This is an optimization exercise on Yosys and OpenROAD, whose aim is small area, a short achievable clock period and few clock cycles per item, not a production implementation. At most, simulation tests tie the RTL to the original design; equivalence was not proved. Power and IR drop assume default switching activity.

== nickel ==
## cla_mp_add_seq
module cla_mp_add_seq #(
    parameter int NUM_WORDS = 4
) (
    input  logic                                 clk,
    input  logic                                 rst,
    input  logic                                 in_valid,
    output logic                                 in_ready,
    input  logic [NUM_WORDS*cla_pkg::WORD_W-1:0] in_a,
    input  logic [NUM_WORDS*cla_pkg::WORD_W-1:0] in_b,
    input  logic                                 in_cin,
    input  logic                                 in_sub,
    output logic                                 out_valid,
    input  logic                                 out_ready,
    output logic [NUM_WORDS*cla_pkg::WORD_W-1:0] out_sum,
    output logic                                 out_cout,
    output logic                                 out_ovf,
    output logic                                 busy
);
Size in the first run: roughly 2,300 cells after synthesis, about 260 flip-flops, ~780 I/O pins.
clock: 10.0 ns
lec_check: 0
abc_area: 1
cap_margin: 20
core_aspect_ratio: 0.4
core_margin: 2
core_utilization: 50
cts_buf_list: sky130_fd_sc_hd__clkbuf_4
setup_slack_margin: 5
slew_margin: 20
standard.sh (not shown) runs the stock make flow with config.mk's settings and CLKGATE_MAP_FILE= SYNTH_SCRIPT=/design/flow/synth_recipe.tcl, a recipe that flattens the netlist after the stock synthesis.
==> flow/flow/run.sh <==
#!/bin/bash
# Layout flow: the standard ORFS flow, with the port buffers inserted as the smallest buffer
# (repair_design and repair_timing still resize them where timing needs it).
set -euo pipefail
export BUFFER_PORTS_ARGS="-buffer_cell sky130_fd_sc_hd__buf_1"
bash standard.sh > standard_flow.log 2>&1
Testbench counts of nickel, summed over its fixed seeds: cycles 1,608, items 1,600.
## Diff of input files: pepper against nickel
# nickel
export LEC_CHECK = 0
export ABC_AREA = 1
export CAP_MARGIN = 20
export CORE_ASPECT_RATIO = 0.4
export CORE_MARGIN = 2
export CORE_UTILIZATION = 50
export CTS_BUF_LIST = sky130_fd_sc_hd__clkbuf_4
export SETUP_SLACK_MARGIN = 5
export SLEW_MARGIN = 20
create_clock -name core_clock -period 10.0 [get_ports {clk}]
# pepper
export LEC_CHECK = 0
export ABC_AREA = 1
export CAP_MARGIN = 20
export CORE_MARGIN = 2
export CORE_UTILIZATION = 40
export CTS_BUF_LIST = sky130_fd_sc_hd__clkbuf_4 sky130_fd_sc_hd__clkbuf_8
export SETUP_SLACK_MARGIN = 5
export SLEW_MARGIN = 20
create_clock -name core_clock -period 10.0 [get_ports {clk}]
Notes after the runs:
- When the final numbers for pepper and nickel were put side by side, the sequential power turned out to be greater in pepper.
- Taking nickel as the reference, in pepper layout cell share with drive strength beyond 1 neither gained nor lost much; clock distribution power rose by about 20%; worst hold slack now sits lower.
- Sort pepper and nickel by instance count on the critical path desc -> top: pepper
- nickel ended up with input pin to output pin as its critical path class; pepper ended up with input pin to flip-flop.
- pepper: placed cell count higher than nickel
- pepper vs. nickel: H-tree depth reported by CTS went down by 1.
The following lists how fjord was set up differently from pepper:
# pepper
export LEC_CHECK = 0
export ABC_AREA = 1
export CAP_MARGIN = 20
export CORE_MARGIN = 2
export CORE_UTILIZATION = 40
export CTS_BUF_LIST = sky130_fd_sc_hd__clkbuf_4 sky130_fd_sc_hd__clkbuf_8
export SETUP_SLACK_MARGIN = 5
export SLEW_MARGIN = 20
create_clock -name core_clock -period 10.0 [get_ports {clk}]
# fjord
export LEC_CHECK = 0
export ABC_AREA = 1
export CAP_MARGIN = 20
export CORE_ASPECT_RATIO = 0.3
export CORE_MARGIN = 2
export CORE_UTILIZATION = 60
export CTS_BUF_LIST = sky130_fd_sc_hd__clkbuf_4
export SETUP_SLACK_MARGIN = 5
export SLEW_MARGIN = 20
create_clock -name core_clock -period 10.0 [get_ports {clk}]
## What came out
Setup WNS pepper -> fjord: better
Of fjord and pepper, the lower final antenna diode count belongs to fjord.
fjord can be clocked faster than pepper.
pepper reports its slowest library cell on the worst path as xor2_1 while fjord reports nor2_1.
NOTE: clock-pin slew reported for the worst setup and hold paths after clock tree synthesis in fjord exceeds that of pepper
Setup changes, fjord to garnet
# fjord
export LEC_CHECK = 0
export ABC_AREA = 1
export CAP_MARGIN = 20
export CORE_ASPECT_RATIO = 0.3
export CORE_MARGIN = 2
export CORE_UTILIZATION = 60
export CTS_BUF_LIST = sky130_fd_sc_hd__clkbuf_4
export SETUP_SLACK_MARGIN = 5
export SLEW_MARGIN = 20
create_clock -name core_clock -period 10.0 [get_ports {clk}]
# garnet
export LEC_CHECK = 0
export ABC_AREA = 1
export CAP_MARGIN = 5
export CORE_ASPECT_RATIO = 0.4
export CORE_MARGIN = 2
export CORE_UTILIZATION = 50
export CTS_BUF_LIST = sky130_fd_sc_hd__clkbuf_4 sky130_fd_sc_hd__clkbuf_8
export CTS_CLUSTER_DIAMETER = 60
export CTS_CLUSTER_SIZE = 12
export SETUP_SLACK_MARGIN = 5
export SLEW_MARGIN = 5
create_clock -name core_clock -period 10.0 [get_ports {clk}]
### Flow results
fjord has lower post-detailed-routing wire length than garnet. fjord → garnet: global-route usage shrank by 3.1 points; final weighted congestion in routability-driven placement grew by 1.2%. In the metrics for garnet and fjord, the one carrying the lower routed length on met2 is fjord.

* * *

## build 44
Another version of the RTL of cla_mp_add_seq (not shown whole).
Size: about 2,200 cells after synthesis, ~780 I/O pins.
Settings: LEC_CHECK=0, ABC_AREA=1, CAP_MARGIN=20, CORE_MARGIN=2, CORE_UTILIZATION=40, CTS_BUF_LIST=sky130_fd_sc_hd__clkbuf_4, SETUP_SLACK_MARGIN=5, SLEW_MARGIN=20; clock period 10.0 ns.
Scripts as last shown in full above: flow/flow/run.sh
Build 44: full flow OK, the timing, design-rule and antenna checks passed
Modified inputs, build 54 compared to build 44
Settings: CTS_CLUSTER_DIAMETER: unset -> 60; CTS_BUF_LIST: sky130_fd_sc_hd__clkbuf_4 -> sky130_fd_sc_hd__clkbuf_4 sky130_fd_sc_hd__clkbuf_8; CORE_UTILIZATION: 40 -> 50; CTS_CLUSTER_SIZE: unset -> 12; CORE_ASPECT_RATIO: unset -> 0.4.
Notes after the runs:
Build 54 — violation count after the first detailed-routing iteration 17 lower, build 44 as reference
Internal power consumption shrinks by a little under 10% when moving from build 44 to build 54.
From build 54 to build 44, count of mapped cells out of synthesis did not move at all.
Of the two values seen for critical path capture point, sum_r[252] was produced by build 54 and in_ready by build 44.
In the reports for build 44 and build 54, the smaller design area belongs to build 54.
Edits applied to the flow inputs when going from build 54 to build 18:
Settings: CTS_CLUSTER_DIAMETER: 60 -> unset; CTS_CLUSTER_SIZE: 12 -> unset; PLACE_DENSITY: unset -> 0.75; CTS_BUF_LIST: sky130_fd_sc_hd__clkbuf_4 sky130_fd_sc_hd__clkbuf_8 -> sky130_fd_sc_hd__clkbuf_4.
Notes after the runs:
No stage failed in build 18, and the final checks on the layout all came back clean.
Lower fraction of the cycle the final worst path needs among build 54 and build 18: build 54
Power density over the cells is lower on build 54
Lower setup slack of the most critical reg-to-reg path was reported by build 54, not build 18.
Relative to build 54, the final cell area reported for build 18 is higher.
Taking build 18 over build 54, the overall power after layout ratio works out to 1.07.
Diff build 54 -> build 18: sequential share of cell area saw a decrease, sequential power closely matched the old numbers.
For build 85, these inputs were changed with respect to build 18:
Settings: PLACE_DENSITY removed (was 0.75).
==> comparison <==
Utilization after layout on build 85 is down relative to build 18. Looking at first-iteration DRC count, build 85 sits 37% lower than build 18 does. The proportion of power drawn by combinational gates of build 85 falls short of that of build 18 by 0.8 points. Re synthesis-to-finish area growth: build 18 was higher than build 85. There was hardly any difference in overall die area between build 85 and build 18. Taking build 18 as the reference, in build 85 portion of total power attributed to the clock network up 0.4 points; standby leakage power down 0.72%; aggregate routed wire length down 8900 um; flip-flop and latch count flat; count of inserted antenna diode cells up 6. In the tables for build 85 and build 18, sequential fraction of total cell area reads higher with build 85.
No run of this note included a check of the RTL's function; only the layout flow was run.

* * *

Setup of build 62:
cla_mp_add_seq with an RTL version that a note above also has.
Size: about 260 flip-flops, about 0.021 mm² of cells after synthesis.
export LEC_CHECK = 0
export ABC_AREA = 1
export CAP_MARGIN = 20
export CORE_ASPECT_RATIO = 0.4
export CORE_MARGIN = 2
export CORE_UTILIZATION = 50
export CTS_BUF_LIST = sky130_fd_sc_hd__clkbuf_4
export SLEW_MARGIN = 20
create_clock -name core_clock -period 10.0 [get_ports {clk}]
==> flow/flow/run.sh <==
#!/bin/bash
# Layout flow: the standard ORFS flow, with the port buffers inserted as the smallest buffer
# (repair_design and repair_timing still resize them where timing needs it).
set -euo pipefail
export BUFFER_PORTS_ARGS="-buffer_cell sky130_fd_sc_hd__buf_1"
export SETUP_SLACK_MARGIN=5.4
bash standard.sh > standard_flow.log 2>&1
Testbench counts of build 62, summed over its fixed seeds: cycles 1,608, items 1,600.
Relative to build 62, the following input files were edited for build 24:
-- flow/flow/run.sh --
<<< build 62, line 6
export SETUP_SLACK_MARGIN=5.4
>>> build 24, line 6
-- flow/config.mk --
<<< build 62, line 13
export CTS_BUF_LIST = sky130_fd_sc_hd__clkbuf_4
>>> build 24, line 13
export CTS_BUF_LIST = sky130_fd_sc_hd__clkbuf_4 sky130_fd_sc_hd__clkbuf_8
export CTS_CLUSTER_DIAMETER = 60
export CTS_CLUSTER_SIZE = 12
export SETUP_SLACK_MARGIN = 5
[summary]
Build 24 was carried through to the last stage, and its layout satisfied the timing, design-rule and antenna checks.
When build 24 is measured against build 62, its multi-input combinational cell area turns out about 8% lower.
Data-path buffer share of cell area in the final layout: higher on build 62
Higher setup slack among build 24 and build 62: build 62
The following lists how build 88 was set up differently from build 24:
-- flow/config.mk --
<<< build 24, line 10
export CORE_ASPECT_RATIO = 0.4
>>> build 88, line 10
<<< build 24, line 12
export CORE_UTILIZATION = 50
export CTS_BUF_LIST = sky130_fd_sc_hd__clkbuf_4 sky130_fd_sc_hd__clkbuf_8
export CTS_CLUSTER_DIAMETER = 60
export CTS_CLUSTER_SIZE = 12
>>> build 88, line 11
export CORE_UTILIZATION = 40
export CTS_BUF_LIST = sky130_fd_sc_hd__clkbuf_4
Notes after the runs:
Power density of the placed cells for build 88: 9.2% up relative to build 24. Build 24 → build 88: non-clock buffer contribution to total cell area lower, fraction of final layout cells sized beyond drive strength 1 higher. Delta(setup slack of the most critical reg-to-reg path, build 88 - build 24) > 0. NOTE: proportion of cell area occupied by registers in build 88 falls short of that of build 24. Comparing build 24 and build 88, the lower met2 global-route usage is on build 88. Higher net switching power goes to build 88 over build 24.

* * *

build 4:
Another version of the RTL of cla_mp_add_seq (not shown whole).
Size: about 260 flip-flops, about 780 I/O pins, ~22000 µm² of cells after synthesis.
Settings: LEC_CHECK=0, ABC_AREA=1, CAP_MARGIN=20, CORE_MARGIN=2, CORE_UTILIZATION=40, CTS_BUF_LIST=sky130_fd_sc_hd__clkbuf_4 sky130_fd_sc_hd__clkbuf_8, SLEW_MARGIN=20; clock period 10.0 ns.
==> flow/flow/run.sh <==
#!/bin/bash
# Layout flow: the standard ORFS flow, with the port buffers inserted as the smallest buffer
# (repair_design and repair_timing still resize them where timing needs it), and timing repair
# aimed at a setup slack of 5.35 ns.
set -euo pipefail
export BUFFER_PORTS_ARGS="-buffer_cell sky130_fd_sc_hd__buf_1"
export SETUP_SLACK_MARGIN=5.35
bash standard.sh > standard_flow.log 2>&1
Testbench counts of build 4, summed over its fixed seeds: cycles 1,608, items 1,600.
Here is what was changed in the inputs of build 11 compared with build 4.
- removing CTS_BUF_LIST (formerly sky130_fd_sc_hd__clkbuf_4 sky130_fd_sc_hd__clkbuf_8)
- setting SETUP_SLACK_MARGIN to 5 for the first time
==> flow/run.sh (new file) <==
#!/bin/bash
# synth_recipe.tcl (not shown) runs the flow's synth.tcl, then flattens the netlist and writes it again
# the make line also repeats each setting of config.mk as NAME=value (left out here)
make -C /OpenROAD-flow-scripts/flow DESIGN_CONFIG=/design/flow/config.mk WORK_HOME=/design/flow/orfs CLKGATE_MAP_FILE= SYNTH_SCRIPT=/design/flow/synth_recipe.tcl finish
removed: flow/flow/run.sh
removed: flow/standard.sh
==> notes.md <==
Fraction of met3 tracks used by global routing was lower in the run labelled build 4.
Relative to build 4, the fraction of power consumed by combinational cells of build 11 is higher by 1.5 points.
Between build 11 and build 4, the setup slack is higher for build 4.
Logic depth of the worst setup path including buffers ends up lower on build 11.
Routed wire length in build 11 is 5.2% above build 4.
Here is what was changed in the inputs of build 22 compared with build 11.
- CTS_BUF_LIST: unset -> sky130_fd_sc_hd__clkbuf_4 sky130_fd_sc_hd__clkbuf_8
## What came out
Build 22 went all the way through the flow, and no timing, DRC or antenna check failed.
| post-layout total power | higher: build 11 |
Compared with build 11, in build 22 final design area excluding fillers down 1200 µm², clock period minus worst slack flat, max-slew headroom at the worst pin flat, share of power burned in the clock network down 3.2 points, worst hold slack flat.
Between build 22 and build 11, met3 demand-to-capacity share in global routing is higher for build 22, build 11 comes in under that.
Going from build 11 to build 22, area added between synthesis and finish down 5.4 points; fraction of power consumed by combinational cells picked up an extra 1.3 points; fmax flat.
Of build 22 and build 11, build 11 shows the higher final wirelength, with build 22 below it.
The inputs of build 5 differ from those of build 22 as listed below.
- CTS_BUF_LIST removed (was sky130_fd_sc_hd__clkbuf_4 sky130_fd_sc_hd__clkbuf_8)
- SETUP_SLACK_MARGIN removed (was 5)
### Flow results
- Build 22 has a higher relative area of non-clock buffer cells in the final design than build 5.
- Taking build 22 as the reference point, the combinational share of power of build 5 falls by 3.2 points.
- Higher worst-case register-to-register setup slack among build 5 and build 22: build 5
- Met2 track demand over resource in global routing: build 5 vs build 22 down 4.1 points
- Going from build 22 to build 5, the post-route worst setup slack was found to have gone down by 1.33 ns.
- Build 5 vs. build 22: length of routed met2 wiring fell about 10%, total power went down by about 0.5%, total non-filler cell area in the finished layout went down 2100 µm², sequential share of layout area went up.

* * *

cla_mp_add_seq again, from the RTL that the note above started with.
==> flow/config.mk <==
export PLATFORM = sky130hd
export DESIGN_NAME = cla_mp_add_seq
export DESIGN_NICKNAME = cla_mp_add_seq
export VERILOG_FILES = /design/flow/design.v
export SDC_FILE = /design/flow/constraint.sdc
export NUM_CORES = 4
export LEC_CHECK = 0
export ABC_AREA = 1
export CAP_MARGIN = 20
export CORE_MARGIN = 2
export CORE_UTILIZATION = 40
export CTS_BUF_LIST = sky130_fd_sc_hd__clkbuf_4 sky130_fd_sc_hd__clkbuf_8
export SETUP_SLACK_MARGIN = 5
export SLEW_MARGIN = 20
==> flow/constraint.sdc <==
create_clock -name core_clock -period 10.0 [get_ports {clk}]
set_input_delay 2.0000 -clock core_clock [delete_from_list [all_inputs] [get_ports {clk}]]
set_output_delay 2.0000 -clock core_clock [all_outputs]
set_load 0.01 [all_outputs]
==> flow/flow/run.sh <==
#!/bin/bash
# Layout flow: the standard ORFS flow, with the port buffers inserted as the smallest buffer
# (repair_design and repair_timing still resize them where timing needs it).
set -euo pipefail
export BUFFER_PORTS_ARGS="-buffer_cell sky130_fd_sc_hd__buf_1"
bash standard.sh > standard_flow.log 2>&1
The starting point produced a clean layout.
Testbench counts at the start, summed over its fixed seeds: cycles 1,608, items 1,600.
Next try:
- CORE_UTILIZATION: 40 -> 65
This time the run ended with an error in I/O pin placement with PPL-0024.
Synthesized cell count is unchanged.
Synthesized area stays the same.
Next try:
==> flow/run.sh (new file) <==
#!/bin/bash
# synth_recipe.tcl (not shown) runs the flow's synth.tcl, then flattens the netlist and writes it again
# the make line also repeats each setting of config.mk as NAME=value (left out here)
make -C /OpenROAD-flow-scripts/flow DESIGN_CONFIG=/design/flow/config.mk WORK_HOME=/design/flow/orfs CLKGATE_MAP_FILE= SYNTH_SCRIPT=/design/flow/synth_recipe.tcl finish
removed: flow/flow/run.sh
removed: flow/standard.sh
Result:
- The changed run stopped in I/O pin placement
- synthesized area stays the same
- synthesized cell count stays the same

## re-timing with driven ports
Ports are ideal in the flow. The routed layouts listed here were re-timed in OpenROAD.
Step 1 assumes that a clkbuf_16 drives the clock port and a buf_2 every other input.
Step 2 also shifts input and output timing later by t, the mid clock arrival at the registers, as if the neighbouring blocks saw the same clock.
Slacks: no drivers / after step 1 / after step 2; pairs: no drivers / after step 1.
run	shift t [ns]	setup WS [ns]	hold WS [ns]	worst register clock-pin slew, ns	worst data-port slew with drivers (ns)
nickel	0.808	5.225 / 5.152 / 4.344	1.047 / 1.047 / 1.047	0.08 / 0.08	0.16
pepper	0.673	5.108 / 5.034 / 4.361	0.866 / 0.866 / 0.866	0.07 / 0.07	0.14
fjord	0.795	5.170 / 5.115 / 4.320	0.870 / 0.870 / 0.870	0.10 / 0.10	0.13
garnet	0.637	5.183 / 5.057 / 4.420	1.055 / 1.055 / 1.055	0.10 / 0.10	0.19
build 44	0.850	5.215 / 5.179 / 4.329	0.936 / 0.936 / 0.936	0.07 / 0.07	0.15
build 54	0.647	5.134 / 5.068 / 4.421	0.918 / 0.918 / 0.918	0.11 / 0.11	0.18
build 18	0.820	5.102 / 5.083 / 4.263	0.940 / 0.940 / 0.940	0.09 / 0.09	0.14
build 85	0.817	5.186 / 5.184 / 4.367	0.905 / 0.905 / 0.905	0.09 / 0.09	0.11
build 62	0.822	5.282 / 5.180 / 4.358	1.124 / 1.124 / 1.124	0.08 / 0.08	0.19
build 24	0.637	5.183 / 5.057 / 4.420	1.055 / 1.055 / 1.055	0.10 / 0.10	0.19
build 88	0.831	5.182 / 5.141 / 4.310	0.861 / 0.861 / 0.861	0.08 / 0.08	0.14
build 4	0.710	5.051 / 4.829 / 4.118	1.101 / 1.101 / 1.101	0.07 / 0.07	0.31
build 11	0.602	5.006 / 4.677 / 4.075	1.024 / 1.024 / 1.024	0.06 / 0.06	0.50
build 22	0.702	5.009 / 4.854 / 4.152	1.026 / 1.026 / 1.026	0.07 / 0.07	0.31
build 5	0.599	3.676 / 3.684 / 3.085	1.026 / 1.026 / 1.026	0.06 / 0.06	0.16
the first run of note 5	0.674	5.013 / 4.826 / 4.152	0.948 / 0.948 / 0.948	0.06 / 0.06	0.26
After both steps setup and hold are still met in every run listed. The setup slack of build 4, which loses most, moves by -0.222 ns with the drivers and by -0.933 ns with both steps.
